From an optimization exercise on the open Yosys and OpenROAD flow, aimed at small area, a short achievable clock period and few clock cycles; shortcuts taken in it are not production practice.
Only simulation tests tie the RTL to the original design; equivalence was not proved.
Power and IR drop assume default switching activity.

==> flow/design.v <==
`timescale 1ns/1ns
package mac_pkg;
  typedef enum logic [1:0] {
    OP_ADD   = 2'd0,
    OP_SUB   = 2'd1,
    OP_EWMUL = 2'd2,
    OP_OUTER = 2'd3
  } op_e;
  localparam int STEP_W = 4;
endpackage
`timescale 1ns/1ns
module mac_inst_reg
#(
  parameter int MATRIX_DIM = 4
)
(
  input  logic                                 dca_port_11,
  input  logic                                 dca_port_17,
  input  logic                                 i_load,
  input  logic [1:0]                           i_opcode,
  input  logic                                 i_init_acc,
  input  logic [MATRIX_DIM-1:0]                i_row_mask,
  input  logic [MATRIX_DIM-1:0]                i_col_mask,
  output logic [1:0]                           o_inst_opcode,
  output logic                                 o_inst_init_acc,
  output logic [MATRIX_DIM*MATRIX_DIM-1:0]     o_inst_elem_en
);
  localparam int NUM_ELEM = MATRIX_DIM * MATRIX_DIM;
  logic [NUM_ELEM-1:0] elem_en_nxt;
  always_comb
  begin
    for (int r = 0; r < MATRIX_DIM; r++)
      for (int c = 0; c < MATRIX_DIM; c++)
        elem_en_nxt[r*MATRIX_DIM + c] = i_row_mask[r] & i_col_mask[c];
  end
  always_ff @(posedge dca_port_11 or negedge dca_port_17)
  begin
    if (!dca_port_17)
    begin
      o_inst_opcode   <= mac_pkg::OP_ADD;
      o_inst_init_acc <= 1'b0;
      o_inst_elem_en  <= '0;
    end
    else if (i_load)
    begin
      o_inst_opcode   <= i_opcode;
      o_inst_init_acc <= i_init_acc;
      o_inst_elem_en  <= elem_en_nxt;
    end
  end
endmodule
`timescale 1ns/1ns
module mac_seq
(
  input  logic                       dca_port_11,
  input  logic                       dca_port_17,
  input  logic                       i_start,
  input  logic                       i_clear,
  input  logic [1:0]                 i_opcode,
  input  logic [mac_pkg::STEP_W-1:0] i_steps,
  output logic                       o_run,
  output logic                       o_first,
  output logic                       o_done
);
  logic [mac_pkg::STEP_W-1:0] remain;
  logic [mac_pkg::STEP_W-1:0] remain_nxt;
  always_comb
  begin
    remain_nxt = i_steps - 1'b1;
    if ((i_opcode != mac_pkg::OP_OUTER) || (i_steps == '0))
      remain_nxt = '0;
  end
  always_ff @(posedge dca_port_11 or negedge dca_port_17)
  begin
    if (!dca_port_17)
    begin
      o_run   <= 1'b0;
      o_first <= 1'b0;
      o_done  <= 1'b0;
      remain  <= '0;
    end
    else if (!o_run)
    begin
      o_done <= 1'b0;
      if (i_start && !i_clear)
      begin
        o_run   <= 1'b1;
        o_first <= 1'b1;
        remain  <= remain_nxt;
      end
    end
    else
    begin
      o_first <= 1'b0;
      remain  <= remain - 1'b1;
      if (i_clear || (remain == '0))
        o_run <= 1'b0;
      o_done <= !i_clear && (remain == '0);
    end
  end
endmodule
`timescale 1ns/1ns
module mac_lane
#(
  parameter int ELEM_W = 16
)
(
  input  logic              dca_port_11,
  input  logic              dca_port_17,
  input  logic              i_outer,
  input  logic              i_g_outer,
  input  logic              i_g_ewmul,
  input  logic              i_g_addsub,
  input  logic              i_keep,
  input  logic              i_sub,
  input  logic              i_cin,
  input  logic [ELEM_W-1:0] i_l_rc,
  input  logic [ELEM_W-1:0] i_r_rc,
  input  logic [ELEM_W-1:0] i_l_r0,
  input  logic [ELEM_W-1:0] i_r_0c,
  output logic [ELEM_W-1:0] o_val
);
  logic [ELEM_W-1:0] bank;
  logic [ELEM_W-1:0] op_a;
  logic [ELEM_W-1:0] op_b;
  logic [ELEM_W-1:0] op_c;
  logic [ELEM_W-1:0] row0;
  logic [ELEM_W-1:0] row1;
  logic [ELEM_W-1:0] nxt;
  logic pp1;
  logic pp2;
  logic pp3;
  logic pp4;
  logic pp5;
  logic pp6;
  logic pp7;
  logic pp8;
  logic pp9;
  logic pp10;
  logic pp11;
  logic pp12;
  logic pp13;
  logic pp14;
  logic pp15;
  logic pp16;
  logic pp17;
  logic pp18;
  logic pp19;
  logic pp20;
  logic pp21;
  logic pp22;
  logic pp23;
  logic pp24;
  logic pp25;
  logic pp26;
  logic pp27;
  logic pp28;
  logic pp29;
  logic pp30;
  logic pp31;
  logic pp32;
  logic pp33;
  logic pp34;
  logic pp35;
  logic pp36;
  logic pp37;
  logic pp38;
  logic pp39;
  logic pp40;
  logic pp41;
  logic pp42;
  logic pp43;
  logic pp44;
  logic pp45;
  logic pp46;
  logic pp47;
  logic pp48;
  logic pp49;
  logic pp50;
  logic pp51;
  logic pp52;
  logic pp53;
  logic pp54;
  logic pp55;
  logic pp56;
  logic pp57;
  logic pp58;
  logic pp59;
  logic pp60;
  logic pp61;
  logic pp62;
  logic pp63;
  logic pp64;
  logic pp65;
  logic pp66;
  logic pp67;
  logic pp68;
  logic pp69;
  logic pp70;
  logic pp71;
  logic pp72;
  logic pp73;
  logic pp74;
  logic pp75;
  logic pp76;
  logic pp77;
  logic pp78;
  logic pp79;
  logic pp80;
  logic pp81;
  logic pp82;
  logic pp83;
  logic pp84;
  logic pp85;
  logic pp86;
  logic pp87;
  logic pp88;
  logic pp89;
  logic pp90;
  logic pp91;
  logic pp92;
  logic pp93;
  logic pp94;
  logic pp95;
  logic pp96;
  logic pp97;
  logic pp98;
  logic pp99;
  logic pp100;
  logic pp101;
  logic pp102;
  logic pp103;
  logic pp104;
  logic pp105;
  logic pp106;
  logic pp107;
  logic pp108;
  logic pp109;
  logic pp110;
  logic pp111;
  logic pp112;
  logic pp113;
  logic pp114;
  logic pp115;
  logic pp116;
  logic pp117;
  logic pp118;
  logic pp119;
  logic pp120;
  logic pp121;
  logic pp122;
  logic pp123;
  logic pp124;
  logic pp125;
  logic pp126;
  logic pp127;
  logic pp128;
  logic pp129;
  logic pp130;
  logic pp131;
  logic pp132;
  logic pp133;
  logic pp134;
  logic pp135;
  logic pp136;
  logic s137;
  logic c138;
  logic s139;
  logic c140;
  logic s141;
  logic c142;
  logic s143;
  logic c144;
  logic s145;
  logic c146;
  logic s147;
  logic c148;
  logic s149;
  logic c150;
  logic s151;
  logic c152;
  logic s153;
  logic c154;
  logic s155;
  logic c156;
  logic s157;
  logic c158;
  logic s159;
  logic c160;
  logic s161;
  logic c162;
  logic s163;
  logic c164;
  logic s165;
  logic c166;
  logic s167;
  logic c168;
  logic s169;
  logic c170;
  logic s171;
  logic c172;
  logic s173;
  logic c174;
  logic s175;
  logic c176;
  logic s177;
  logic c178;
  logic s179;
  logic c180;
  logic s181;
  logic c182;
  logic s183;
  logic c184;
  logic s185;
  logic c186;
  logic s187;
  logic c188;
  logic s189;
  logic c190;
  logic s191;
  logic c192;
  logic s193;
  logic c194;
  logic s195;
  logic c196;
  logic s197;
  logic c198;
  logic s199;
  logic c200;
  logic s201;
  logic c202;
  logic s203;
  logic c204;
  logic s205;
  logic c206;
  logic s207;
  logic c208;
  logic s209;
  logic c210;
  logic s211;
  logic c212;
  logic s213;
  logic c214;
  logic s215;
  logic c216;
  logic s217;
  logic c218;
  logic s219;
  logic c220;
  logic s221;
  logic c222;
  logic s223;
  logic c224;
  logic s225;
  logic c226;
  logic s227;
  logic c228;
  logic s229;
  logic c230;
  logic s231;
  logic c232;
  logic s233;
  logic c234;
  logic s235;
  logic c236;
  logic s237;
  logic c238;
  logic s239;
  logic c240;
  logic s241;
  logic c242;
  logic s243;
  logic c244;
  logic s245;
  logic c246;
  logic s247;
  logic c248;
  logic s249;
  logic c250;
  logic s251;
  logic c252;
  logic s253;
  logic c254;
  logic s255;
  logic c256;
  logic s257;
  logic c258;
  logic s259;
  logic c260;
  logic s261;
  logic c262;
  logic s263;
  logic c264;
  logic s265;
  logic c266;
  logic s267;
  logic c268;
  logic s269;
  logic c270;
  logic s271;
  logic c272;
  logic s273;
  logic c274;
  logic s275;
  logic c276;
  logic s277;
  logic c278;
  logic s279;
  logic c280;
  logic s281;
  logic c282;
  logic s283;
  logic c284;
  logic s285;
  logic c286;
  logic s287;
  logic c288;
  logic s289;
  logic c290;
  logic s291;
  logic c292;
  logic s293;
  logic c294;
  logic s295;
  logic c296;
  logic s297;
  logic c298;
  logic s299;
  logic c300;
  logic s301;
  logic c302;
  logic s303;
  logic c304;
  logic s305;
  logic c306;
  logic s307;
  logic c308;
  logic s309;
  logic c310;
  logic s311;
  logic c312;
  logic s313;
  logic c314;
  logic s315;
  logic c316;
  logic s317;
  logic c318;
  logic s319;
  logic c320;
  logic s321;
  logic c322;
  logic s323;
  logic c324;
  logic s325;
  logic c326;
  logic s327;
  logic c328;
  logic s329;
  logic c330;
  logic s331;
  logic c332;
  logic s333;
  logic c334;
  logic s335;
  logic c336;
  logic s337;
  logic c338;
  logic s339;
  logic c340;
  logic s341;
  logic c342;
  logic s343;
  logic c344;
  logic s345;
  logic c346;
  logic s347;
  logic c348;
  assign op_a = i_outer ? i_l_r0 : i_l_rc;
  assign op_b = (i_r_0c & {ELEM_W{i_g_outer}}) | (i_r_rc & {ELEM_W{i_g_ewmul}}) |
                {{(ELEM_W-1){1'b0}}, i_g_addsub};
  assign op_c = (bank & {ELEM_W{i_keep}}) | ((i_r_rc ^ {ELEM_W{i_sub}}) & {ELEM_W{i_g_addsub}});
  assign pp1 = op_a[0] & op_b[0];
  assign pp2 = op_a[1] & op_b[0];
  assign pp3 = op_a[2] & op_b[0];
  assign pp4 = op_a[3] & op_b[0];
  assign pp5 = op_a[4] & op_b[0];
  assign pp6 = op_a[5] & op_b[0];
  assign pp7 = op_a[6] & op_b[0];
  assign pp8 = op_a[7] & op_b[0];
  assign pp9 = op_a[8] & op_b[0];
  assign pp10 = op_a[9] & op_b[0];
  assign pp11 = op_a[10] & op_b[0];
  assign pp12 = op_a[11] & op_b[0];
  assign pp13 = op_a[12] & op_b[0];
  assign pp14 = op_a[13] & op_b[0];
  assign pp15 = op_a[14] & op_b[0];
  assign pp16 = op_a[15] & op_b[0];
  assign pp17 = op_a[0] & op_b[1];
  assign pp18 = op_a[1] & op_b[1];
  assign pp19 = op_a[2] & op_b[1];
  assign pp20 = op_a[3] & op_b[1];
  assign pp21 = op_a[4] & op_b[1];
  assign pp22 = op_a[5] & op_b[1];
  assign pp23 = op_a[6] & op_b[1];
  assign pp24 = op_a[7] & op_b[1];
  assign pp25 = op_a[8] & op_b[1];
  assign pp26 = op_a[9] & op_b[1];
  assign pp27 = op_a[10] & op_b[1];
  assign pp28 = op_a[11] & op_b[1];
  assign pp29 = op_a[12] & op_b[1];
  assign pp30 = op_a[13] & op_b[1];
  assign pp31 = op_a[14] & op_b[1];
  assign pp32 = op_a[0] & op_b[2];
  assign pp33 = op_a[1] & op_b[2];
  assign pp34 = op_a[2] & op_b[2];
  assign pp35 = op_a[3] & op_b[2];
  assign pp36 = op_a[4] & op_b[2];
  assign pp37 = op_a[5] & op_b[2];
  assign pp38 = op_a[6] & op_b[2];
  assign pp39 = op_a[7] & op_b[2];
  assign pp40 = op_a[8] & op_b[2];
  assign pp41 = op_a[9] & op_b[2];
  assign pp42 = op_a[10] & op_b[2];
  assign pp43 = op_a[11] & op_b[2];
  assign pp44 = op_a[12] & op_b[2];
  assign pp45 = op_a[13] & op_b[2];
  assign pp46 = op_a[0] & op_b[3];
  assign pp47 = op_a[1] & op_b[3];
  assign pp48 = op_a[2] & op_b[3];
  assign pp49 = op_a[3] & op_b[3];
  assign pp50 = op_a[4] & op_b[3];
  assign pp51 = op_a[5] & op_b[3];
  assign pp52 = op_a[6] & op_b[3];
  assign pp53 = op_a[7] & op_b[3];
  assign pp54 = op_a[8] & op_b[3];
  assign pp55 = op_a[9] & op_b[3];
  assign pp56 = op_a[10] & op_b[3];
  assign pp57 = op_a[11] & op_b[3];
  assign pp58 = op_a[12] & op_b[3];
  assign pp59 = op_a[0] & op_b[4];
  assign pp60 = op_a[1] & op_b[4];
  assign pp61 = op_a[2] & op_b[4];
  assign pp62 = op_a[3] & op_b[4];
  assign pp63 = op_a[4] & op_b[4];
  assign pp64 = op_a[5] & op_b[4];
  assign pp65 = op_a[6] & op_b[4];
  assign pp66 = op_a[7] & op_b[4];
  assign pp67 = op_a[8] & op_b[4];
  assign pp68 = op_a[9] & op_b[4];
  assign pp69 = op_a[10] & op_b[4];
  assign pp70 = op_a[11] & op_b[4];
  assign pp71 = op_a[0] & op_b[5];
  assign pp72 = op_a[1] & op_b[5];
  assign pp73 = op_a[2] & op_b[5];
  assign pp74 = op_a[3] & op_b[5];
  assign pp75 = op_a[4] & op_b[5];
  assign pp76 = op_a[5] & op_b[5];
  assign pp77 = op_a[6] & op_b[5];
  assign pp78 = op_a[7] & op_b[5];
  assign pp79 = op_a[8] & op_b[5];
  assign pp80 = op_a[9] & op_b[5];
  assign pp81 = op_a[10] & op_b[5];
  assign pp82 = op_a[0] & op_b[6];
  assign pp83 = op_a[1] & op_b[6];
  assign pp84 = op_a[2] & op_b[6];
  assign pp85 = op_a[3] & op_b[6];
  assign pp86 = op_a[4] & op_b[6];
  assign pp87 = op_a[5] & op_b[6];
  assign pp88 = op_a[6] & op_b[6];
  assign pp89 = op_a[7] & op_b[6];
  assign pp90 = op_a[8] & op_b[6];
  assign pp91 = op_a[9] & op_b[6];
  assign pp92 = op_a[0] & op_b[7];
  assign pp93 = op_a[1] & op_b[7];
  assign pp94 = op_a[2] & op_b[7];
  assign pp95 = op_a[3] & op_b[7];
  assign pp96 = op_a[4] & op_b[7];
  assign pp97 = op_a[5] & op_b[7];
  assign pp98 = op_a[6] & op_b[7];
  assign pp99 = op_a[7] & op_b[7];
  assign pp100 = op_a[8] & op_b[7];
  assign pp101 = op_a[0] & op_b[8];
  assign pp102 = op_a[1] & op_b[8];
  assign pp103 = op_a[2] & op_b[8];
  assign pp104 = op_a[3] & op_b[8];
  assign pp105 = op_a[4] & op_b[8];
  assign pp106 = op_a[5] & op_b[8];
  assign pp107 = op_a[6] & op_b[8];
  assign pp108 = op_a[7] & op_b[8];
  assign pp109 = op_a[0] & op_b[9];
  assign pp110 = op_a[1] & op_b[9];
  assign pp111 = op_a[2] & op_b[9];
  assign pp112 = op_a[3] & op_b[9];
  assign pp113 = op_a[4] & op_b[9];
  assign pp114 = op_a[5] & op_b[9];
  assign pp115 = op_a[6] & op_b[9];
  assign pp116 = op_a[0] & op_b[10];
  assign pp117 = op_a[1] & op_b[10];
  assign pp118 = op_a[2] & op_b[10];
  assign pp119 = op_a[3] & op_b[10];
  assign pp120 = op_a[4] & op_b[10];
  assign pp121 = op_a[5] & op_b[10];
  assign pp122 = op_a[0] & op_b[11];
  assign pp123 = op_a[1] & op_b[11];
  assign pp124 = op_a[2] & op_b[11];
  assign pp125 = op_a[3] & op_b[11];
  assign pp126 = op_a[4] & op_b[11];
  assign pp127 = op_a[0] & op_b[12];
  assign pp128 = op_a[1] & op_b[12];
  assign pp129 = op_a[2] & op_b[12];
  assign pp130 = op_a[3] & op_b[12];
  assign pp131 = op_a[0] & op_b[13];
  assign pp132 = op_a[1] & op_b[13];
  assign pp133 = op_a[2] & op_b[13];
  assign pp134 = op_a[0] & op_b[14];
  assign pp135 = op_a[1] & op_b[14];
  assign pp136 = op_a[0] & op_b[15];
  assign s137 = pp13 ^ pp28;
  assign c138 = pp13 & pp28;
  assign s139 = pp14 ^ pp29 ^ pp43;
  assign c140 = (pp14 & pp29) | (pp14 & pp43) | (pp29 & pp43);
  assign s141 = pp56 ^ pp68;
  assign c142 = pp56 & pp68;
  assign s143 = pp15 ^ pp30 ^ pp44;
  assign c144 = (pp15 & pp30) | (pp15 & pp44) | (pp30 & pp44);
  assign s145 = pp57 ^ pp69 ^ pp80;
  assign c146 = (pp57 & pp69) | (pp57 & pp80) | (pp69 & pp80);
  assign s147 = pp90 ^ pp99;
  assign c148 = pp90 & pp99;
  assign s149 = pp9 ^ pp24;
  assign c150 = pp9 & pp24;
  assign s151 = pp10 ^ pp25 ^ pp39;
  assign c152 = (pp10 & pp25) | (pp10 & pp39) | (pp25 & pp39);
  assign s153 = pp52 ^ pp64;
  assign c154 = pp52 & pp64;
  assign s155 = pp11 ^ pp26 ^ pp40;
  assign c156 = (pp11 & pp26) | (pp11 & pp40) | (pp26 & pp40);
  assign s157 = pp53 ^ pp65 ^ pp76;
  assign c158 = (pp53 & pp65) | (pp53 & pp76) | (pp65 & pp76);
  assign s159 = pp86 ^ pp95;
  assign c160 = pp86 & pp95;
  assign s161 = pp12 ^ pp27 ^ pp41;
  assign c162 = (pp12 & pp27) | (pp12 & pp41) | (pp27 & pp41);
  assign s163 = pp54 ^ pp66 ^ pp77;
  assign c164 = (pp54 & pp66) | (pp54 & pp77) | (pp66 & pp77);
  assign s165 = pp87 ^ pp96 ^ pp104;
  assign c166 = (pp87 & pp96) | (pp87 & pp104) | (pp96 & pp104);
  assign s167 = pp111 ^ pp117;
  assign c168 = pp111 & pp117;
  assign s169 = pp42 ^ pp55 ^ pp67;
  assign c170 = (pp42 & pp55) | (pp42 & pp67) | (pp55 & pp67);
  assign s171 = pp78 ^ pp88 ^ pp97;
  assign c172 = (pp78 & pp88) | (pp78 & pp97) | (pp88 & pp97);
  assign s173 = pp105 ^ pp112 ^ pp118;
  assign c174 = (pp105 & pp112) | (pp105 & pp118) | (pp112 & pp118);
  assign s175 = pp123 ^ pp127 ^ op_c[12];
  assign c176 = (pp123 & pp127) | (pp123 & op_c[12]) | (pp127 & op_c[12]);
  assign s177 = pp79 ^ pp89 ^ pp98;
  assign c178 = (pp79 & pp89) | (pp79 & pp98) | (pp89 & pp98);
  assign s179 = pp106 ^ pp113 ^ pp119;
  assign c180 = (pp106 & pp113) | (pp106 & pp119) | (pp113 & pp119);
  assign s181 = pp124 ^ pp128 ^ pp131;
  assign c182 = (pp124 & pp128) | (pp124 & pp131) | (pp128 & pp131);
  assign s183 = op_c[13] ^ s139 ^ s141;
  assign c184 = (op_c[13] & s139) | (op_c[13] & s141) | (s139 & s141);
  assign s185 = pp107 ^ pp114 ^ pp120;
  assign c186 = (pp107 & pp114) | (pp107 & pp120) | (pp114 & pp120);
  assign s187 = pp125 ^ pp129 ^ pp132;
  assign c188 = (pp125 & pp129) | (pp125 & pp132) | (pp129 & pp132);
  assign s189 = pp134 ^ op_c[14] ^ s143;
  assign c190 = (pp134 & op_c[14]) | (pp134 & s143) | (op_c[14] & s143);
  assign s191 = s145 ^ s147 ^ c140;
  assign c192 = (s145 & s147) | (s145 & c140) | (s147 & c140);
  assign s193 = pp6 ^ pp21;
  assign c194 = pp6 & pp21;
  assign s195 = pp7 ^ pp22 ^ pp36;
  assign c196 = (pp7 & pp22) | (pp7 & pp36) | (pp22 & pp36);
  assign s197 = pp49 ^ pp61;
  assign c198 = pp49 & pp61;
  assign s199 = pp8 ^ pp23 ^ pp37;
  assign c200 = (pp8 & pp23) | (pp8 & pp37) | (pp23 & pp37);
  assign s201 = pp50 ^ pp62 ^ pp73;
  assign c202 = (pp50 & pp62) | (pp50 & pp73) | (pp62 & pp73);
  assign s203 = pp83 ^ pp92;
  assign c204 = pp83 & pp92;
  assign s205 = pp38 ^ pp51 ^ pp63;
  assign c206 = (pp38 & pp51) | (pp38 & pp63) | (pp51 & pp63);
  assign s207 = pp74 ^ pp84 ^ pp93;
  assign c208 = (pp74 & pp84) | (pp74 & pp93) | (pp84 & pp93);
  assign s209 = pp101 ^ op_c[8] ^ s149;
  assign c210 = (pp101 & op_c[8]) | (pp101 & s149) | (op_c[8] & s149);
  assign s211 = pp75 ^ pp85 ^ pp94;
  assign c212 = (pp75 & pp85) | (pp75 & pp94) | (pp85 & pp94);
  assign s213 = pp102 ^ pp109 ^ op_c[9];
  assign c214 = (pp102 & pp109) | (pp102 & op_c[9]) | (pp109 & op_c[9]);
  assign s215 = s151 ^ s153 ^ c150;
  assign c216 = (s151 & s153) | (s151 & c150) | (s153 & c150);
  assign s217 = pp103 ^ pp110 ^ pp116;
  assign c218 = (pp103 & pp110) | (pp103 & pp116) | (pp110 & pp116);
  assign s219 = op_c[10] ^ s155 ^ s157;
  assign c220 = (op_c[10] & s155) | (op_c[10] & s157) | (s155 & s157);
  assign s221 = s159 ^ c152 ^ c154;
  assign c222 = (s159 & c152) | (s159 & c154) | (c152 & c154);
  assign s223 = pp122 ^ op_c[11] ^ s161;
  assign c224 = (pp122 & op_c[11]) | (pp122 & s161) | (op_c[11] & s161);
  assign s225 = s163 ^ s165 ^ s167;
  assign c226 = (s163 & s165) | (s163 & s167) | (s165 & s167);
  assign s227 = c156 ^ c158 ^ c160;
  assign c228 = (c156 & c158) | (c156 & c160) | (c158 & c160);
  assign s229 = s137 ^ s169 ^ s171;
  assign c230 = (s137 & s169) | (s137 & s171) | (s169 & s171);
  assign s231 = s173 ^ s175 ^ c162;
  assign c232 = (s173 & s175) | (s173 & c162) | (s175 & c162);
  assign s233 = c164 ^ c166 ^ c168;
  assign c234 = (c164 & c166) | (c164 & c168) | (c166 & c168);
  assign s235 = c138 ^ s177 ^ s179;
  assign c236 = (c138 & s177) | (c138 & s179) | (s177 & s179);
  assign s237 = s181 ^ s183 ^ c170;
  assign c238 = (s181 & s183) | (s181 & c170) | (s183 & c170);
  assign s239 = c172 ^ c174 ^ c176;
  assign c240 = (c172 & c174) | (c172 & c176) | (c174 & c176);
  assign s241 = c142 ^ s185 ^ s187;
  assign c242 = (c142 & s185) | (c142 & s187) | (s185 & s187);
  assign s243 = s189 ^ s191 ^ c178;
  assign c244 = (s189 & s191) | (s189 & c178) | (s191 & c178);
  assign s245 = c180 ^ c182 ^ c184;
  assign c246 = (c180 & c182) | (c180 & c184) | (c182 & c184);
  assign s247 = pp4 ^ pp19;
  assign c248 = pp4 & pp19;
  assign s249 = pp5 ^ pp20 ^ pp34;
  assign c250 = (pp5 & pp20) | (pp5 & pp34) | (pp20 & pp34);
  assign s251 = pp47 ^ pp59;
  assign c252 = pp47 & pp59;
  assign s253 = pp35 ^ pp48 ^ pp60;
  assign c254 = (pp35 & pp48) | (pp35 & pp60) | (pp48 & pp60);
  assign s255 = pp71 ^ op_c[5] ^ s193;
  assign c256 = (pp71 & op_c[5]) | (pp71 & s193) | (op_c[5] & s193);
  assign s257 = pp72 ^ pp82 ^ op_c[6];
  assign c258 = (pp72 & pp82) | (pp72 & op_c[6]) | (pp82 & op_c[6]);
  assign s259 = s195 ^ s197 ^ c194;
  assign c260 = (s195 & s197) | (s195 & c194) | (s197 & c194);
  assign s261 = op_c[7] ^ s199 ^ s201;
  assign c262 = (op_c[7] & s199) | (op_c[7] & s201) | (s199 & s201);
  assign s263 = s203 ^ c196 ^ c198;
  assign c264 = (s203 & c196) | (s203 & c198) | (c196 & c198);
  assign s265 = s205 ^ s207 ^ s209;
  assign c266 = (s205 & s207) | (s205 & s209) | (s207 & s209);
  assign s267 = c200 ^ c202 ^ c204;
  assign c268 = (c200 & c202) | (c200 & c204) | (c202 & c204);
  assign s269 = s211 ^ s213 ^ s215;
  assign c270 = (s211 & s213) | (s211 & s215) | (s213 & s215);
  assign s271 = c206 ^ c208 ^ c210;
  assign c272 = (c206 & c208) | (c206 & c210) | (c208 & c210);
  assign s273 = s217 ^ s219 ^ s221;
  assign c274 = (s217 & s219) | (s217 & s221) | (s219 & s221);
  assign s275 = c212 ^ c214 ^ c216;
  assign c276 = (c212 & c214) | (c212 & c216) | (c214 & c216);
  assign s277 = s223 ^ s225 ^ s227;
  assign c278 = (s223 & s225) | (s223 & s227) | (s225 & s227);
  assign s279 = c218 ^ c220 ^ c222;
  assign c280 = (c218 & c220) | (c218 & c222) | (c220 & c222);
  assign s281 = s229 ^ s231 ^ s233;
  assign c282 = (s229 & s231) | (s229 & s233) | (s231 & s233);
  assign s283 = c224 ^ c226 ^ c228;
  assign c284 = (c224 & c226) | (c224 & c228) | (c226 & c228);
  assign s285 = s235 ^ s237 ^ s239;
  assign c286 = (s235 & s237) | (s235 & s239) | (s237 & s239);
  assign s287 = c230 ^ c232 ^ c234;
  assign c288 = (c230 & c232) | (c230 & c234) | (c232 & c234);
  assign s289 = s241 ^ s243 ^ s245;
  assign c290 = (s241 & s243) | (s241 & s245) | (s243 & s245);
  assign s291 = c236 ^ c238 ^ c240;
  assign c292 = (c236 & c238) | (c236 & c240) | (c238 & c240);
  assign s293 = pp3 ^ pp18;
  assign c294 = pp3 & pp18;
  assign s295 = pp33 ^ pp46 ^ op_c[3];
  assign c296 = (pp33 & pp46) | (pp33 & op_c[3]) | (pp46 & op_c[3]);
  assign s297 = op_c[4] ^ s249 ^ s251;
  assign c298 = (op_c[4] & s249) | (op_c[4] & s251) | (s249 & s251);
  assign s299 = s253 ^ s255 ^ c250;
  assign c300 = (s253 & s255) | (s253 & c250) | (s255 & c250);
  assign s301 = s257 ^ s259 ^ c254;
  assign c302 = (s257 & s259) | (s257 & c254) | (s259 & c254);
  assign s303 = s261 ^ s263 ^ c258;
  assign c304 = (s261 & s263) | (s261 & c258) | (s263 & c258);
  assign s305 = s265 ^ s267 ^ c262;
  assign c306 = (s265 & s267) | (s265 & c262) | (s267 & c262);
  assign s307 = s269 ^ s271 ^ c266;
  assign c308 = (s269 & s271) | (s269 & c266) | (s271 & c266);
  assign s309 = s273 ^ s275 ^ c270;
  assign c310 = (s273 & s275) | (s273 & c270) | (s275 & c270);
  assign s311 = s277 ^ s279 ^ c274;
  assign c312 = (s277 & s279) | (s277 & c274) | (s279 & c274);
  assign s313 = s281 ^ s283 ^ c278;
  assign c314 = (s281 & s283) | (s281 & c278) | (s283 & c278);
  assign s315 = s285 ^ s287 ^ c282;
  assign c316 = (s285 & s287) | (s285 & c282) | (s287 & c282);
  assign s317 = s289 ^ s291 ^ c286;
  assign c318 = (s289 & s291) | (s289 & c286) | (s291 & c286);
  assign s319 = pp1 ^ op_c[0];
  assign c320 = pp1 & op_c[0];
  assign s321 = pp2 ^ pp17 ^ op_c[1];
  assign c322 = (pp2 & pp17) | (pp2 & op_c[1]) | (pp17 & op_c[1]);
  assign s323 = pp32 ^ op_c[2] ^ s293;
  assign c324 = (pp32 & op_c[2]) | (pp32 & s293) | (op_c[2] & s293);
  assign s325 = s247 ^ s295 ^ c294;
  assign c326 = (s247 & s295) | (s247 & c294) | (s295 & c294);
  assign s327 = c248 ^ s297 ^ c296;
  assign c328 = (c248 & s297) | (c248 & c296) | (s297 & c296);
  assign s329 = c252 ^ s299 ^ c298;
  assign c330 = (c252 & s299) | (c252 & c298) | (s299 & c298);
  assign s331 = c256 ^ s301 ^ c300;
  assign c332 = (c256 & s301) | (c256 & c300) | (s301 & c300);
  assign s333 = c260 ^ s303 ^ c302;
  assign c334 = (c260 & s303) | (c260 & c302) | (s303 & c302);
  assign s335 = c264 ^ s305 ^ c304;
  assign c336 = (c264 & s305) | (c264 & c304) | (s305 & c304);
  assign s337 = c268 ^ s307 ^ c306;
  assign c338 = (c268 & s307) | (c268 & c306) | (s307 & c306);
  assign s339 = c272 ^ s309 ^ c308;
  assign c340 = (c272 & s309) | (c272 & c308) | (s309 & c308);
  assign s341 = c276 ^ s311 ^ c310;
  assign c342 = (c276 & s311) | (c276 & c310) | (s311 & c310);
  assign s343 = c280 ^ s313 ^ c312;
  assign c344 = (c280 & s313) | (c280 & c312) | (s313 & c312);
  assign s345 = c284 ^ s315 ^ c314;
  assign c346 = (c284 & s315) | (c284 & c314) | (s315 & c314);
  assign s347 = c288 ^ s317 ^ c316;
  assign c348 = (c288 & s317) | (c288 & c316) | (s317 & c316);
  logic              top_early;
  logic              top_late;
  logic              c_top;
  logic [ELEM_W-2:0] low;
  assign top_early = pp16 ^ pp31 ^ pp45 ^ pp58 ^ pp70 ^ pp81 ^ pp91 ^ pp100 ^ pp108 ^ pp115 ^ pp121 ^ pp126 ^ pp130 ^ pp133 ^ pp135 ^ pp136 ^ op_c[15];
  assign top_late  = c144 ^ c146 ^ c148 ^ c186 ^ c188 ^ c190 ^ c192 ^ c242 ^ c244 ^ c246 ^ c290 ^ c292 ^ c318 ^ c348;
  assign row0 = {1'b0, s347, s345, s343, s341, s339, s337, s335, s333, s331, s329, s327, s325, s323, s321, i_cin};
  assign row1 = {1'b0, c346, c344, c342, c340, c338, c336, c334, c332, c330, c328, c326, c324, c322, c320, s319};
  assign {c_top, low} = row0[ELEM_W-2:0] + row1[ELEM_W-2:0];
  assign nxt  = {top_early ^ top_late ^ c_top, low};
  always_ff @(posedge dca_port_11 or negedge dca_port_17)
  begin
    if (!dca_port_17)
      bank <= '0;
    else
      bank <= nxt;
  end
  assign o_val = bank;
endmodule
`timescale 1ns/1ns
module mac_datapath
#(
  parameter int MATRIX_DIM = 4,
  parameter int ELEM_W     = 16
)
(
  input  logic                                    dca_port_11,
  input  logic                                    dca_port_17,
  input  logic                                    i_run,
  input  logic [MATRIX_DIM*MATRIX_DIM-1:0]        i_elem_en,
  input  logic [1:0]                              i_op,
  input  logic                                    i_acc,
  input  logic [MATRIX_DIM*MATRIX_DIM*ELEM_W-1:0] i_lhs,
  input  logic [MATRIX_DIM*MATRIX_DIM*ELEM_W-1:0] i_rhs,
  output logic [MATRIX_DIM*MATRIX_DIM*ELEM_W-1:0] o_result
);
  logic outer;
  logic ewmul;
  logic addsub;
  logic sub;
  assign outer  = (i_op == mac_pkg::OP_OUTER);
  assign ewmul  = (i_op == mac_pkg::OP_EWMUL);
  assign addsub = (i_op == mac_pkg::OP_ADD) || (i_op == mac_pkg::OP_SUB);
  assign sub    = (i_op == mac_pkg::OP_SUB);
  for (genvar r = 0; r < MATRIX_DIM; r++)
  begin : g_row
    for (genvar c = 0; c < MATRIX_DIM; c++)
    begin : g_col
      localparam int IDX = r*MATRIX_DIM + c;
      logic we;
      assign we = i_run & i_elem_en[IDX];
      mac_lane #(.ELEM_W(ELEM_W)) mac_lane_i
      (
        .dca_port_11 (dca_port_11),
        .dca_port_17 (dca_port_17),
        .i_outer     (outer),
        .i_g_outer   (we & outer),
        .i_g_ewmul   (we & ewmul),
        .i_g_addsub  (we & addsub),
        .i_keep      (!we || (outer && i_acc)),
        .i_sub       (sub),
        .i_cin       (we & sub),
        .i_l_rc      (i_lhs[IDX*ELEM_W +: ELEM_W]),
        .i_r_rc      (i_rhs[IDX*ELEM_W +: ELEM_W]),
        .i_l_r0      (i_lhs[(r*MATRIX_DIM)*ELEM_W +: ELEM_W]),
        .i_r_0c      (i_rhs[c*ELEM_W +: ELEM_W]),
        .o_val       (o_result[IDX*ELEM_W +: ELEM_W])
      );
    end
  end
endmodule
`timescale 1ns/1ns
`timescale 1ns/1ns
module matrix_mac_top
#(
  parameter int MATRIX_DIM = 4,
  parameter int ELEM_W     = 16
)
(
  input  logic                                    dca_port_11,
  input  logic                                    dca_port_17,
  input  logic                                    i_start,
  input  logic                                    i_clear,
  input  logic [1:0]                              i_opcode,
  input  logic                                    i_init_acc,
  input  logic [MATRIX_DIM-1:0]                   i_row_mask,
  input  logic [MATRIX_DIM-1:0]                   i_col_mask,
  input  logic [mac_pkg::STEP_W-1:0]              i_steps,
  input  logic [MATRIX_DIM*MATRIX_DIM*ELEM_W-1:0] i_lhs,
  input  logic [MATRIX_DIM*MATRIX_DIM*ELEM_W-1:0] i_rhs,
  output logic                                    o_busy,
  output logic                                    o_step_req,
  output logic                                    o_done,
  output logic [MATRIX_DIM*MATRIX_DIM*ELEM_W-1:0] o_result
);
  logic                             run;
  logic                             first;
  logic [1:0]                       inst_opcode;
  logic                             inst_init_acc;
  logic [MATRIX_DIM*MATRIX_DIM-1:0] inst_elem_en;
  mac_seq mac_seq_i
  (
    .dca_port_11 (dca_port_11),
    .dca_port_17 (dca_port_17),
    .i_start     (i_start),
    .i_clear     (i_clear),
    .i_opcode    (i_opcode),
    .i_steps     (i_steps),
    .o_run       (run),
    .o_first     (first),
    .o_done      (o_done)
  );
  mac_inst_reg #(.MATRIX_DIM(MATRIX_DIM)) mac_inst_reg_i
  (
    .dca_port_11     (dca_port_11),
    .dca_port_17     (dca_port_17),
    .i_load          (!run),
    .i_opcode        (i_opcode),
    .i_init_acc      (i_init_acc),
    .i_row_mask      (i_row_mask),
    .i_col_mask      (i_col_mask),
    .o_inst_opcode   (inst_opcode),
    .o_inst_init_acc (inst_init_acc),
    .o_inst_elem_en  (inst_elem_en)
  );
  mac_datapath #(.MATRIX_DIM(MATRIX_DIM), .ELEM_W(ELEM_W)) mac_datapath_i
  (
    .dca_port_11 (dca_port_11),
    .dca_port_17 (dca_port_17),
    .i_run       (run),
    .i_elem_en   (inst_elem_en),
    .i_op        (inst_opcode),
    .i_acc       (!(first && inst_init_acc)),
    .i_lhs       (i_lhs),
    .i_rhs       (i_rhs),
    .o_result    (o_result)
  );
  assign o_busy     = run;
  assign o_step_req = run;
endmodule
==> flow/run.sh <==
#!/bin/bash
# synth_recipe.tcl (not shown) runs the flow's synth.tcl, then flattens the netlist and writes it again
# the make line also repeats each setting of config.mk as NAME=value (left out here)
make -C /OpenROAD-flow-scripts/flow DESIGN_CONFIG=/design/flow/config.mk WORK_HOME=/design/flow/orfs CLKGATE_MAP_FILE= SYNTH_SCRIPT=/design/flow/synth_recipe.tcl finish
==> flow/config.mk <==
export PLATFORM = sky130hd
export DESIGN_NAME = matrix_mac_top
export DESIGN_NICKNAME = matrix_mac_top
export VERILOG_FILES = /design/flow/design.v
export SDC_FILE = /design/flow/constraint.sdc
export NUM_CORES = 4
export LEC_CHECK = 0
export CAP_MARGIN = 20
export CORE_MARGIN = 2
export CORE_UTILIZATION = 40
export SETUP_SLACK_MARGIN = 1.5
export SLEW_MARGIN = 20
==> flow/constraint.sdc <==
create_clock -name core_clock -period 8.0 [get_ports {dca_port_11}]
set_input_delay 1.6000 -clock core_clock [delete_from_list [all_inputs] [get_ports {dca_port_11}]]
set_output_delay 1.6000 -clock core_clock [all_outputs]
set_load 0.01 [all_outputs]
==> reports/summary.md, run 1 <==
The startpoint of the lowest-slack hold path was mac_inst_reg_i.o_inst_init_acc$_DFFE_PN0N_. For the count of unresolved DRC violations after routing, the log shows 0. STA puts the critical path data arrival time at 7160 ps. For the pin with the worst max-slew slack, the measured transition is 1180 ps. The proportion of layout cells with a drive suffix above 1 works out to 0.143. The worst setup skew after layout was 33.6 ps. The initial standard-cell utilization of the core was 0.402; the placed wire-length estimate was 313 mm. The worst register-to-register path has a depth of 20. The buffer cell driving the clock tree root was clkbuf_16.

The max-capacitance violation count was 0. Counting instances in the post-synthesis netlist gives the leading cell types as fa_1, inv_1, nor2_1. The run finished with no timing, DRC or antenna violations. Buffers placed on the I/O ports in this run total 789. The number of max-slew violations in the final report is 0, and the total via count in the routed design is 72695.

The cell area that synthesis handed to floorplanning was 80300 sq um. The run gives 200000 sq um as the floorplan core area. The count of yosys warnings during synthesis came out at 3. The worst min-delay path category is reg2reg.

Measured along the x axis, the die boundary spans 452 um. The flip-flop and latch count after synthesis came out at 282. The die height came out at 452 um.

The number of nets in the synthesized netlist is 11510. The instance count of the mapped netlist was 9025. Setup repair after global routing could not meet its margin everywhere.

In this run the count of I/O pins placed on the die edge is 790. TritonCTS built the clock tree. Clock tree synthesis inserted a total of 46 buffers. STA classifies the critical path endpoint as a flip-flop. The cell count of the worst hold path works out to 1. Traced cell by cell, the critical path runs through clkdlybuf4s50_1, and3_4, a21oi_4, or2_2, fa_1, fa_1, inv_1, fa_1, fa_1, fa_1, ha_4, and2_1, a22o_1, a311oi_1, buf_4, nor2_1, o311ai_2.

The number of nets in the layout came out at 12663. The sink count of the clock tree is 282, and the per-cell via count in the routed design is 5.61. Setup total negative slack on the finished layout was measured at 0 ps.

The share of async-settable or async-resettable flops after synthesis works out to 1.00. In this run the power density over the cells is 194 nW/um^2. The total cell area at the placement stage was 94300 sq um.

The startpoint of the most critical register-to-register path was mac_inst_reg_i.o_inst_opcode[0]$_DFFE_PN0N_. The clock tree synthesis step divided the H-tree into 2 levels. The total track usage came out at 0.369. Among cell families on the critical path, the largest total delay comes from adder cells. The most common cell in the synthesized netlist is fa_1. The layout has 19052 filler cells.

Largest fanout on the critical path: 4. The worst hold path terminates at mac_inst_reg_i.o_inst_init_acc$_DFFE_PN0N_. The number of buffers and inverters on the critical path is 3. Based on the critical path, the design can be clocked at up to 0.152 GHz.

The worst register-to-register path has a setup slack of 1490 ps. The largest total area in the synthesized netlist belongs to fa_1. The tools report the final count of negative-setup-slack endpoints as 0.

The critical path class is in2reg. The total global routing overflow was 0; the number of detailed-routing iterations run before antenna repair was 6. The average instance in the mapped netlist occupies 8.90 sq um. The routed length per instance came out at 29.7 um. The startpoint type of the worst setup path was a primary input. Most instantiated flip-flop cell in the synthesis netlist: dfrtp_1.

The final critical-path share of the clock period works out to 0.822. The peak supply drop was 211 uV. The tools report the headroom to the max-slew limit as 0.208.

Among the stages of the critical path, the cell type that occurs most often is fa_1. In the post-synthesis netlist, the biggest area contributors are fa_1, dfrtp_1, ha_1, xnor2_1, inv_1. The row count is 164. The count of nets left with antenna violations after detail routing came out at 0. The clock reaches the later pin of the worst-skew pair after 720 ps. The share of the synthesized area in the top cell type is 0.371, and the first-pass GRT wire length is 542 mm. Slowest stage cell on the critical path: fa_1. For the die area, the log shows 204000 sq um. The post-route cell area is 100000 sq um, and the area added between synthesis and finish is 24.9%. For the count of unique library cells instantiated by Yosys, the log shows 88. The count of flip-flops with a built-in enable after synthesis is 0, and the overall power consumption is 19400 uW. The leakage power came out at 0.0459 uW. After clock tree synthesis, the clock-pin slew on the worst setup and hold paths is 60 ps. The share of synthesized area occupied by flip-flops and latches came out at 0.0879. The clock period could shrink to 6580 ps. For this run, the slowest stage of the critical path takes 590 ps. The run gives 91 as the initial antenna violation count. The logs give 3 for the worst-case clock buffer depth and 8580 ps for the required time of the worst setup path. The final weighted congestion in routability-driven placement is 1.05, and the wire length after detailed routing is 384 mm. The logs give 0 for the number of failing hold endpoints at the final stage and 6791 for the violation count after the first detailed-route iteration. Number of global-route vias before repair: 75776.

The largest net degree at the start of global routing is 108.
logic make-up (layout without fill, tap and decap cells):
| family | count (synthesis) | in the layout | share of synthesized area |
|---|---|---|---|
| muxes | 19 | 19 | 0.00241 |
| and+or+nand+nor | 2974 | 2974 | 0.172 |
| buffers and inverters | 1666 | 2855 | 0.0833 |
| adders and majority gates | 1954 | 1954 | 0.443 |
| AOI/OAI and AO/OA | 1222 | 1224 | 0.108 |
| other | 0 | 82 | 0 |
| xor gates and xnor gates | 908 | 908 | 0.103 |
| DFF | 282 | 282 | 0.0879 |
stage by stage:
step / instances / setup WS [ps] / hold slack [ps] / util
finish: 12954 / 1420 / 509 / 0.502
global route: 12942 / 1400 / 542 / 0.502
CTS: 12787 / 1450 / 511 / 0.489
detailed placement: 12640 / 107 / 487 / 0.472
global placement: 12640 / 194 / 488 / 0.472
floorplan: 9025 / 1360 / 458 / -
per-layer routing:
metal,routed length [um],vias to the layer above,GRT usage
met4,34100,6,0.275
met5,35,-,0
met3,31600,988,0.0681
met2,173000,3698,0.571
met1,146000,37085,0.461
li1,-,30918,-
worst reg2reg max path, stage by stage, from the launching register on:
cell	delay [ps]
dfrtp_4	510
buf_12	170
clkbuf_16	210
buf_4	130
buf_4	280
and3_1	200
buf_4	240
a21o_1	240
nand2_1	100
fa_1	490
inv_1	60
fa_1	610
fa_1	470
fa_1	680
fa_1	470
ha_1	230
or3_1	380
a311oi_1	300
buf_4	200
nor2_1	70
o311ai_2	320
what timing repair did:
| item | CTS | global route |
|---|---|---|
| gates resized for setup | 326 | 489 |
| endpoints found under the setup margin | 69 | 52 |
| endpoints found under the hold margin | 0 | 0 |
| hold buffers | 0 | 0 |
| setup buffers | 57 | 73 |
| gates cloned | 4 | 12 |
| pin swaps | 70 | 189 |
area by class of cell:
type,instances,area [sq um],share of cell area
multi-input combinational,7079,68900,0.687
antenna,82,205,0.00205
tap,2656,3320,0.0331
clock buffer,60,1280,0.0128
inverter,1264,4740,0.0473
timing repair buffer,1505,14500,0.145
clock inverter,26,265,0.00264
sequential,282,7070,0.0705
how the worst max path moves through the flow:
stage,from,endpoint,slack [ps],cells after the start
floorplan,i_rhs[20],flip-flop,1360,20
global placement,i_lhs[140],flip-flop,190,21
detailed placement,i_lhs[140],flip-flop,110,21
CTS,i_lhs[69],flip-flop,1450,18
global route,i_lhs[72],flip-flop,1400,18
finish,i_lhs[9],flip-flop,1420,17
state kept, by name, indices dropped and copies added (netlist names):
signal                                      flops
mac_seq_i.remain                                4
mac_seq_i.o_done                                1
mac_seq_i.o_first                               1
mac_seq_i.o_run                                 1
mac_inst_reg_i.o_inst_elem_en                  16
mac_inst_reg_i.o_inst_init_acc                  1
mac_inst_reg_i.o_inst_opcode                    2
mac_datapath_i.g_row.g_col.mac_lane_i.bank    256
cell usage in the layout, fill, tap and decap left out, types with 24 or more instances in the layout:
cell,n
nand2b_1,142
dfrtp_1,279
nand3_1,141
buf_6,59
xnor2_1,525
fa_2,29
o21bai_1,25
diode_2,82
xor2_1,341
inv_1,1258
dlymetal6s2s_1,59
fa_1,1459
clkdlybuf4s50_1,669
o21ai_0,104
a22oi_2,42
dlygate4sd2_1,27
buf_12,40
a21oi_2,69
or3_1,24
a21o_1,110
ha_1,437
or2_2,144
a211oi_1,25
nor2_1,1130
buf_4,583
clkbuf_16,56
a21oi_1,213
a22o_1,163
o21a_1,33
and3_4,34
and2_1,252
nor3_1,64
a22oi_1,192
nand2_1,699
clkbuf_2,28
a21oi_4,48
nor2b_1,68
and3_1,120
power by group:
| part | switching, uW | internal [uW] | leakage, uW | total, uW |
|---|---|---|---|---|
| Clock | 1010 | 1260 | 0.000760 | 2270 |
| Combinational | 7960 | 6340 | 0.0418 | 14300 |
| Sequential | 715 | 2130 | 0.00335 | 2850 |
Testbench counts, summed over its fixed seeds: cycles 7,501.
==> run 2, diff against run 1 <==
==> flow/flow/run.sh (new file) <==
#!/bin/bash
# Layout: the standard flow (standard.sh, unchanged synthesis), except that
# the port buffers are buf_2 cells instead of the clkdlybuf4s50_1 delay cells
# that buffer_ports picks by default. Every port still gets its buffer.
set -euo pipefail
export BUFFER_PORTS_ARGS="-buffer_cell sky130_fd_sc_hd__buf_2"
bash standard.sh > standard_flow.log 2>&1
==> flow/standard.sh (new file) <==
#!/bin/bash
# synth_recipe.tcl (not shown) runs the flow's synth.tcl, then flattens the netlist and writes it again
# the make line also repeats each setting of config.mk as NAME=value (left out here)
make -C /OpenROAD-flow-scripts/flow DESIGN_CONFIG=/design/flow/config.mk WORK_HOME=/design/flow/orfs CLKGATE_MAP_FILE= SYNTH_SCRIPT=/design/flow/synth_recipe.tcl "${@:-finish}"
removed: flow/run.sh
==> run 2 against run 1 <==
  * Still clean
  * Area after synthesis stayed put
  * Wire length is 2.1% lower
  * Clock skew is 26 ps higher
  * Worst setup slack better by 120 ps
  * Largest power group unchanged
  * Highest routed layer unchanged
==> reports/summary.md, run 2 <==
The tools report the placed wire-length estimate as 307 mm (-2.2%). Violation count after the first detailed-route iteration: 6425 (-5.4%). The number of failing hold endpoints at the final stage came out at 0 (unchanged). Worst min-delay path category: reg2reg. Number of detailed-routing iterations run before antenna repair: 8 (+2). Share of the synthesized area in compound gates (AO/OA/AOI/OAI): 0.108 (unchanged). The number of global-route vias before repair was 74306 (-1.9%); the peak supply drop was 279 uV (+32%). For the row count, the log shows 164 (unchanged). The count of unique library cells instantiated by Yosys is 88 (unchanged). The shortest period the worst path allows was 6460 ps (-120 ps); the pre-CTS setup slack was 342 ps (+235 ps). The wire length after detailed routing was 376 mm (-2.1%); the final count of negative-setup-slack endpoints was 0 (unchanged). The share of async-settable or async-resettable flops after synthesis came out at 1.00 (unchanged). The leading cell type in the layout, fill and taps excluded was fa_1. The count of nets left with antenna violations after detail routing is 0 (unchanged). The final total negative setup slack is 0 ps (unchanged). Layer with the highest usage: met2. The nature of the critical path endpoint is a flip-flop. The max-capacitance violation count came out at 0 (unchanged).

Number of max-slew violations in the final report: 0 (unchanged). Leaving out fill and tap cells, the most frequent cells in the layout are fa_1, inv_1, nor2_1. The required time of the worst setup path came out at 8620 ps (+40 ps). The final weighted congestion in routability-driven placement came out at 1.03 (-1.7%). The total global routing overflow was 0 (unchanged).

In the final layout, the registers with the most flip-flops are mac_datapath_i.g_row.g_col.mac_lane_i.bank (256), mac_inst_reg_i.o_inst_elem_en (16), mac_seq_i.remain (4). The number of nets in the layout was 12439 (-1.8%); the met3 usage in global routing was 0.0632 (-0.00494). The share of the synthesized area in the top cell type was 0.371 (unchanged). TritonCTS built the clock tree. Sorting the synthesized cells by area gives the leading types as fa_1, dfrtp_1, ha_1, xnor2_1, inv_1. The biggest area contributor in the post-synthesis netlist is fa_1. The tools report the number of nets in the synthesized netlist as 11510 (unchanged). The flip-flop and latch count after synthesis was 282 (unchanged). The run gives 200000 sq um (unchanged) as the floorplan core area.

The die height is 452 um (unchanged). Maximum level of the CTS H-tree: 2 (unchanged). For this run, the leading register cell type out of synthesis is dfrtp_1. The count of yosys warnings during synthesis came out at 3 (unchanged). The critical path class is in2reg.

mac_datapath_i.g_row.g_col.mac_lane_i.bank holds more flip-flops than any other register. The total track usage was 0.359 (-0.0100). Setup repair after global routing could not meet its margin everywhere. Average cell area after synthesis: 8.90 sq um (unchanged).

The number of buffers inserted by port buffering is 789 (unchanged). In the synthesized netlist, the cells that appear most often are fa_1, inv_1, nor2_1. The worst setup skew after layout is 59.1 ps (+25.5 ps), and the instance count of the mapped netlist is 9025 (unchanged). The initial standard-cell utilization of the core is 0.402 (unchanged). The synthesized-area fraction occupied by xor and xnor cells works out to 0.103 (unchanged). Largest fanout on the critical path: 7 (+3). The power density over the cells is 195 nW/um^2 (+0.62%).

The final worst hold slack is 516 ps (+7.40 ps). The headroom to the max-slew limit was 0.375 (+0.167); the area added between synthesis and finish was 16.4%. The area of the mapped netlist came out at 80300 sq um (unchanged). By area, the combinational part of the netlist is dominated by adder cells.

The logs give 0.155 GHz (+1.9%) for the highest achievable clock rate and 0.549 (-0.0220) for the global routing met2 resource utilization. For the boundary pin count, the log shows 790 (unchanged). In this run the clock root is driven by a clkbuf_16. The final worst setup slack was 1540 ps (+120 ps).

The logs give 0 (unchanged) for the count of unresolved DRC violations after routing and 7080 ps (-80 ps) for the arrival time of the worst setup path. First-pass GRT wire length: 528 mm (-2.6%). The flip-flop count of the largest register, all copies and words added was 256 (unchanged); the die width was 452 um (unchanged).

For the clock latency on the worst-skew pair, the log shows 730 ps (about the same). The count of flip-flops with a built-in enable after synthesis was 0 (unchanged). The sink count of the clock tree was 282 (unchanged); the largest net degree at the start of global routing was 94 (-13%). The number of buffers created by CTS was 48 (+4.3%).

The leakage power was 0.0441 uW (-3.9%). The startpoint type of the worst setup path was a primary input. The multiplexer area fraction after synthesis was 0.00241 (unchanged). The worst-margin pin slew was 935 ps (-250 ps). Global-route track usage on met1: 0.448 (-0.0126).

The worst-case clock buffer depth was 3 (unchanged). The most frequent cell after synthesis was fa_1. The adder-cell share of the synthesized area works out to 0.443 (unchanged). The run gives 114 (+25%) as the initial antenna violation count. The per-cell via count in the routed design was 5.66 (+0.83%); the final critical-path share of the clock period was 0.807 (-0.0150).

The run finished with no timing, DRC or antenna violations. Routed length per instance: 29.5 um (-0.41%). The proportion of layout cells with a drive suffix above 1 was 0.186 (+0.0430); the total via count in the routed design was 72018 (-0.93%). The tools report the die area as 204000 sq um (unchanged).

The clock-pin slew reported for the worst setup and hold paths after clock tree synthesis works out to 80 ps (+20 ps). The share of synthesized area occupied by flip-flops and latches is 0.0879 (unchanged), and the simple-gate share of the synthesized area is 0.172 (unchanged).
==> run 2: cell counts after synthesis <==
No cell type changed its count.
==> run 2: final timing paths <==
check | start | endpoint | slack [ps] | cells after the start
max in group asynchronous | dca_port_17 | asynchronous set/reset pin | 5880 | 2
min in group asynchronous | dca_port_17 | asynchronous set/reset pin | 890 | 1
hold / removal | mac_seq_i.o_first$_DFFE_PN0P_ | mac_seq_i.o_first$_DFFE_PN0P_ | 520 | 2
setup reg to reg | mac_inst_reg_i.o_inst_opcode[1]$_DFFE_PN0N_ | flip-flop | 1540 | 19
hold reg to reg | mac_seq_i.o_first$_DFFE_PN0P_ | mac_seq_i.o_first$_DFFE_PN0P_ | 520 | 2
setup / recovery | i_lhs[2] | flip-flop | 1540 | 17
==> run 2: cell families (layout without fill, tap and decap cells) <==
family | after synthesis | in the layout
AOI/OAI and AO/OA | 1222 | 1222
DFF | 282 | 282
xor gates and xnor gates | 908 | 908
buffers and inverters | 1666 | 2629
and+or+nand+nor | 2974 | 2977
other | 0 | 81
muxes | 19 | 19
adders and majority gates | 1954 | 1954
==> run 2: report_power, final <==
group / leakage (uW) / switching, uW / internal [uW]
registers: 0.00335 / 709 / 2130
logic: 0.0399 / 7740 / 5280
clock network: 0.000793 / 1020 / 1330
total: 0.0441 / 9480 / 8730
==> run 2: repair_timing <==
| item | CTS | global route |
|---|---|---|
| gates resized for setup | 96 | 286 |
| setup buffers | 33 | 86 |
| endpoints found under the setup margin | 75 | 44 |
| hold buffers | 0 | 0 |
| pin swaps | 10 | 97 |
| gates cloned | 1 | 17 |
==> run 2: worst max-delay path, stage by stage <==
cell      delay [ps]
buf_2            180
and3_1           380
a21oi_1          700
nor2_1           160
fa_1             520
inv_1             50
fa_1             470
inv_1             50
fa_1             570
fa_1             430
ha_1             390
and3_1           210
a221oi_1         330
a21oi_1          170
a41oi_1          440
a21oi_1          230
xnor2_1          170
==> run 2: routing by layer <==
layer  routed length (um)  vias up
met5                   97        -
met1               142000    36752
li1                     -    30458
met2               167000     3729
met3                31300     1063
met4                35600       16
==> run 2: cell type report <==
| cell class | count | area, sq um |
|---|---|---|
| Tap cell | 2656 | 3320 |
| Inverter | 1264 | 4760 |
| Clock inverter | 24 | 322 |
| Fill cell | 19597 | 106000 |
| Timing Repair Buffer | 1278 | 8620 |
| Sequential cell | 282 | 7070 |
| Multi-Input combinational cell | 7080 | 67900 |
| Antenna cell | 81 | 203 |
| Clock buffer | 63 | 1320 |
==> run 2: per-stage QoR <==
step	cells	total power (uW)	instance area [sq um]	util
floorplan	9025	10700	80700	-
global placement	12423	15000	88700	0.444
detailed placement	12423	15200	88700	0.444
CTS	12544	17800	90900	0.455
global route	12720	19500	93400	0.468
finish	12728	18200	93500	0.468
==> run 3, diff against run 2 <==
--- a/flow/config.mk
+++ b/flow/config.mk
@@ -5,6 +5,7 @@
 export SDC_FILE = /design/flow/constraint.sdc
 export NUM_CORES = 4
 export LEC_CHECK = 0
+export ABC_AREA = 1
 export CAP_MARGIN = 20
 export CORE_MARGIN = 2
 export CORE_UTILIZATION = 40
==> run 3 against run 2 <==
  * First-iteration DRC count is 24% higher
  * Cell count increased by 19%
  * Clock power rose by 4%
  * Global-route usage increased by 3.3 points
==> reports/summary.md, run 3 <==
The clock-pin slew reported for the worst setup and hold paths after clock tree synthesis was 60 ps (-20 ps); the worst-margin pin slew was 1270 ps (+333 ps). The total via count in the routed design was 82588 (+15%); the cell count of the worst hold path was 1 (-1). Combinational family with the most area after synthesis: adder cells.

The die height was 458 um (+1.3%); the total track usage was 0.393 (+0.0332). The largest net degree at the start of global routing is 114 (+21%), and the initial antenna violation count is 84 (-26%). The simple-gate share of the synthesized area was 0.244 (+0.0713); the number of max-slew violations in the final report was 0 (unchanged). The area added between synthesis and finish came out at 19.2%.

The number of buffers created by CTS came out at 49 (+2.1%). TritonCTS built the clock tree. The most instantiated flip-flop cell in the synthesis netlist was dfrtp_1. The share of the synthesized area in the top cell type is 0.361 (-0.00967). The peak supply drop was 185 uV (-34%). The tightest min-delay check is of the reg2reg type. The run gives 6 (-2) as the number of detailed-routing iterations run before antenna repair. For the net switching power, the log shows 10100 uW (+6.1%). The register with the highest flop count is mac_datapath_i.g_row.g_col.mac_lane_i.bank.

The number of global-route vias before repair was 83147 (+12%). The count of flip-flops with a built-in enable after synthesis works out to 0 (unchanged). The tools report the area of the mapped netlist as 82500 sq um (+2.7%). The synthesized-area fraction occupied by xor and xnor cells is 0.0477 (-0.0554).

In the post-synthesis netlist, the cell with the most instances is nand2_1. The count of unique library cells instantiated by Yosys is 52 (-41%), and the number of failing hold endpoints at the final stage is 0 (unchanged). The share of async-settable or async-resettable flops after synthesis is 1.00 (unchanged).

The tools report the required time of the worst setup path as 8630 ps (about the same). The clock power share is 0.133 (+0.004), and the leakage power is 0.0509 uW (+16%). The wire length after detailed routing was 418 mm (+11%). The launch point of the worst path was mac_inst_reg_i.o_inst_opcode[1]$_DFFE_PN0N_. The flip-flop count of the largest register, all copies and words added is 256 (unchanged). The setup path with the least slack is of type reg2reg. For the violation count after the first detailed-route iteration, the log shows 7996 (+24%). The startpoint type of the worst setup path is a flip-flop. The count of unresolved DRC violations after routing is 0 (unchanged). The final worst hold slack is 436 ps (-80.4 ps). For the instance count of the mapped netlist, the log shows 11175 (+24%). The logs give 3 (unchanged) for the worst-case clock buffer depth and 210000 sq um (+2.7%) for the die area. The die width came out at 458 um (+1.3%). Routed length per instance: 27.6 um (-6.6%). For the headroom to the max-slew limit, the log shows 0.152 (-0.223). The multiplexer area fraction after synthesis is 0 (-0.00241), and the max-capacitance violation count is 0 (unchanged).

The largest registers in the layout are mac_datapath_i.g_row.g_col.mac_lane_i.bank (256), mac_inst_reg_i.o_inst_elem_en (16), mac_seq_i.remain (4). The library cell used most frequently in the layout, excluding fill and tap cells, is nand2_1. STA classifies the critical path endpoint as a flip-flop. By count the netlist is led by nand2_1, inv_1, fa_1.

The logs give 0.403 (+0.000415) for the initial standard-cell utilization of the core and 2 (unchanged) for the maximum level of the CTS H-tree. The number of buffers inserted by port buffering is 789 (unchanged). The logs give 13660 (+19%) for the number of nets in the synthesized netlist and 589 mm (+12%) for the first-pass GRT wire length. The adder-cell share of the synthesized area is 0.432 (-0.0116).

For the final count of negative-setup-slack endpoints, the log shows 0 (unchanged). The per-cell via count in the routed design came out at 5.45 (-3.7%). In this run the critical register-to-register path is launched from mac_inst_reg_i.o_inst_opcode[1]$_DFFE_PN0N_.

The arrival time of the worst setup path is 7110 ps (+30 ps). The clock latency on the worst-skew pair was 740 ps (about the same). The logs give 3 (unchanged) for the count of yosys warnings during synthesis and 0.0856 (-0.00229) for the share of synthesized area occupied by flip-flops and latches. The worst-case register-to-register setup slack came out at 1510 ps (-30 ps). The average cell area after synthesis is 7.38 sq um (-17%), and the highest achievable clock rate is 0.154 GHz (-0.46%). Leaving out fill and tap cells, the most frequent cells in the layout are nand2_1, inv_1, fa_1.

After synthesis, the cell types taking the most area are fa_1, nand2_1, inv_1, dfrtp_1, ha_1. Flip-flop and latch count after synthesis: 282 (unchanged). Largest area contributor in the netlist: fa_1.

The sink count of the clock tree came out at 282 (unchanged). The startpoint identified for the worst hold timing path is mac_seq_i.remain[3]$_DFFE_PN0P_. Proportion of layout cells with a drive suffix above 1: 0.173 (-0.0132). The share of power burned in combinational logic came out at 0.701 (-0.014).

The worst hold path terminates at mac_seq_i.o_done$_DFF_PN0_. Worst setup skew after layout: 41.7 ps (-17.4 ps). CTS placed an instance of clkbuf_16 at the clock tree root.

The internal power of the cells was 8270 uW (-5.3%). The tools report the row count as 166 (+1.2%). The net switching fraction of the power was 0.549 (+0.0283). Number of buffers added to fix hold violations after cts: 0 (unchanged). The tools report the final total negative setup slack as 0 ps (unchanged). The sequential group share of total power came out at 0.165 (+0.009). The tools report the final weighted congestion in routability-driven placement as 1.05 (+1.8%). The run gives 0 (unchanged) as the total global routing overflow. The power density over the cells was 186 nW/um^2 (-4.3%); the count of nets left with antenna violations after detail routing was 0 (unchanged). Setup repair after global routing could not meet its margin everywhere. The boundary pin count came out at 790 (unchanged). The worst-case reg-to-reg path depth was 27 (+8); the number of nets in the layout was 14864 (+19%).

Share of the synthesized area in compound gates (AO/OA/AOI/OAI): 0.0784 (-0.0294). For the pre-CTS setup slack, the log shows 224 ps (-118 ps). The final critical-path share of the clock period is 0.811 (+0.00373).

The shortest period the worst path allows was 6490 ps (+29.8 ps). The floorplan core area is 205000 sq um (+2.6%). Placed wire-length estimate: 344 mm (+12%).

The flow ran to the end and the layout has no timing, DRC or antenna violations. For the final worst setup slack, the log shows 1510 ps (-29.8 ps). The largest fanout on the critical path is 8 (+1).
-- run 3: changes by cell type after synthesis, moves of 130 or more --
| cell | before | now |
|---|---|---|
| nor2_1 | 1155 | 1358 |
| xnor2_1 | 541 | 170 |
| a22o_1 | 173 | 3 |
| nand2_1 | 705 | 3073 |
| a22oi_1 | 220 | 2 |
| inv_1 | 1262 | 2213 |
| and2_1 | 263 | 1 |
| nand3_1 | 146 | 318 |
| a32oi_1 | 0 | 130 |
| and3_1 | 157 | 1 |
| nand2b_1 | 143 | 1 |
-- run 3: cells by family (layout without fill, tap and decap cells) --
family	after synthesis	in the layout
compound gates	995	995
buf+inv	2451	3692
flops	282	282
other cells	0	55
fa+ha+maj	1954	1954
xor+xnor	449	449
simple gates	5044	5046
-- run 3: worst max-delay path: stages, from the launching register on --
cell       delay [ps]
dfrtp_4           560
nand2_8           190
clkinv_16         150
buf_16            190
buf_4             170
nand2_4            80
buf_4             170
o21ai_1           120
inv_1             100
nand2_1            90
fa_1              540
inv_1              50
fa_1              480
inv_1              60
fa_1              500
fa_1              560
fa_1              460
fa_2              550
inv_1              60
ha_4              260
nand2_1           110
inv_1              70
a221oi_2          250
inv_1              90
a221oi_2          230
inv_1              80
nand3_1            90
nand2_1            50
-- run 3: area by class of cell --
| class | instances | area (sq um) |
|---|---|---|
| fillers | 20836 | 106000 |
| clock inverters | 22 | 312 |
| repair inverters | 2 | 32.5 |
| inverters | 2245 | 8690 |
| repair buffers | 1355 | 9160 |
| well taps | 2688 | 3360 |
| diodes | 55 | 138 |
| clock buffers | 68 | 1420 |
| multi-input cells | 8444 | 68200 |
| flip-flops and latches | 282 | 7070 |
-- run 3: stage by stage --
| step | cell area, sq um | std cells | util | total power [uW] |
|---|---|---|---|---|
| CTS | 95100 | 14968 | 0.464 | 17800 |
| finish | 98300 | 15161 | 0.480 | 18300 |
| floorplan | 82600 | 11175 | - | 10100 |
| detailed placement | 91600 | 14775 | 0.447 | 15000 |
| global route | 98300 | 15142 | 0.480 | 19600 |
| global placement | 91600 | 14775 | 0.447 | 14900 |
-- run 3: worst max path at each step --
stage	endpoint	slack [ps]
final	flip-flop	1510
after global routing	flip-flop	1340
after CTS	flip-flop	1440
after detailed placement	flip-flop	220
after global placement	flip-flop	200
after floorplan	flip-flop	1450
-- run 3: power groups by stage --
stage                     Sequential (uW)  Clock, uW  Combinational [uW]
final                                3030       2440               12900
after global placement               3000          0               11900
after global routing                 3020       2520               14100
after floorplan                      2820          0                7330
after CTS                            2970       2480               12300
after detailed placement             2990          0               12000
-- run 3: per-layer routing --
metal | global-route usage | routed length [um]
met1 | 0.497 | 162000
met2 | 0.599 | 185000
met3 | 0.0769 | 36100
met4 | 0.284 | 34900
met5 | 0 | 68
-- run 3: repair_timing --
item                                    in CTS  in global routing
gates cloned                                 7                  5
endpoints found under the hold margin        0                  0
gates resized for setup                    226                506
setup buffers                               96                133
endpoints found under the setup margin      74                 51
pin swaps                                   28                110

==> port drivers added, routing unchanged <==
Ports are ideal in the flow. The routed layouts listed here were re-timed in OpenROAD. Step 1: set_driving_cell puts a clkbuf_16 on dca_port_11 and a buf_2 on each other input, an assumption about the parent block. Step 2 also shifts input and output timing later by t, the mid clock arrival at the registers, as if the neighbouring blocks saw the same clock. a / b / c = ideal ports / drivers / drivers and shift; a / b = the first two.
| run | t (ns) | setup slack, ns | worst hold slack (ns) | worst setup path at the end | cell pins on the clock port's net |
|---|---|---|---|---|---|
| run 1 | 0.799 | 1.421 / 1.393 / 0.593 | 0.509 / 0.509 / 0.509 | input to register | 1 |
| run 2 | 0.804 | 1.541 / 1.534 / 0.730 | 0.516 / 0.516 / 0.516 | input to register | 1 |
| run 3 | 0.821 | 1.511 / 1.511 / 0.779 | 0.436 / 0.436 / 0.436 | input to register | 1 |
After both steps setup and hold are still met in every run listed. For run 1, which loses most, drivers alone change the setup slack by -0.028 ns; drivers and shift together by -0.828 ns.
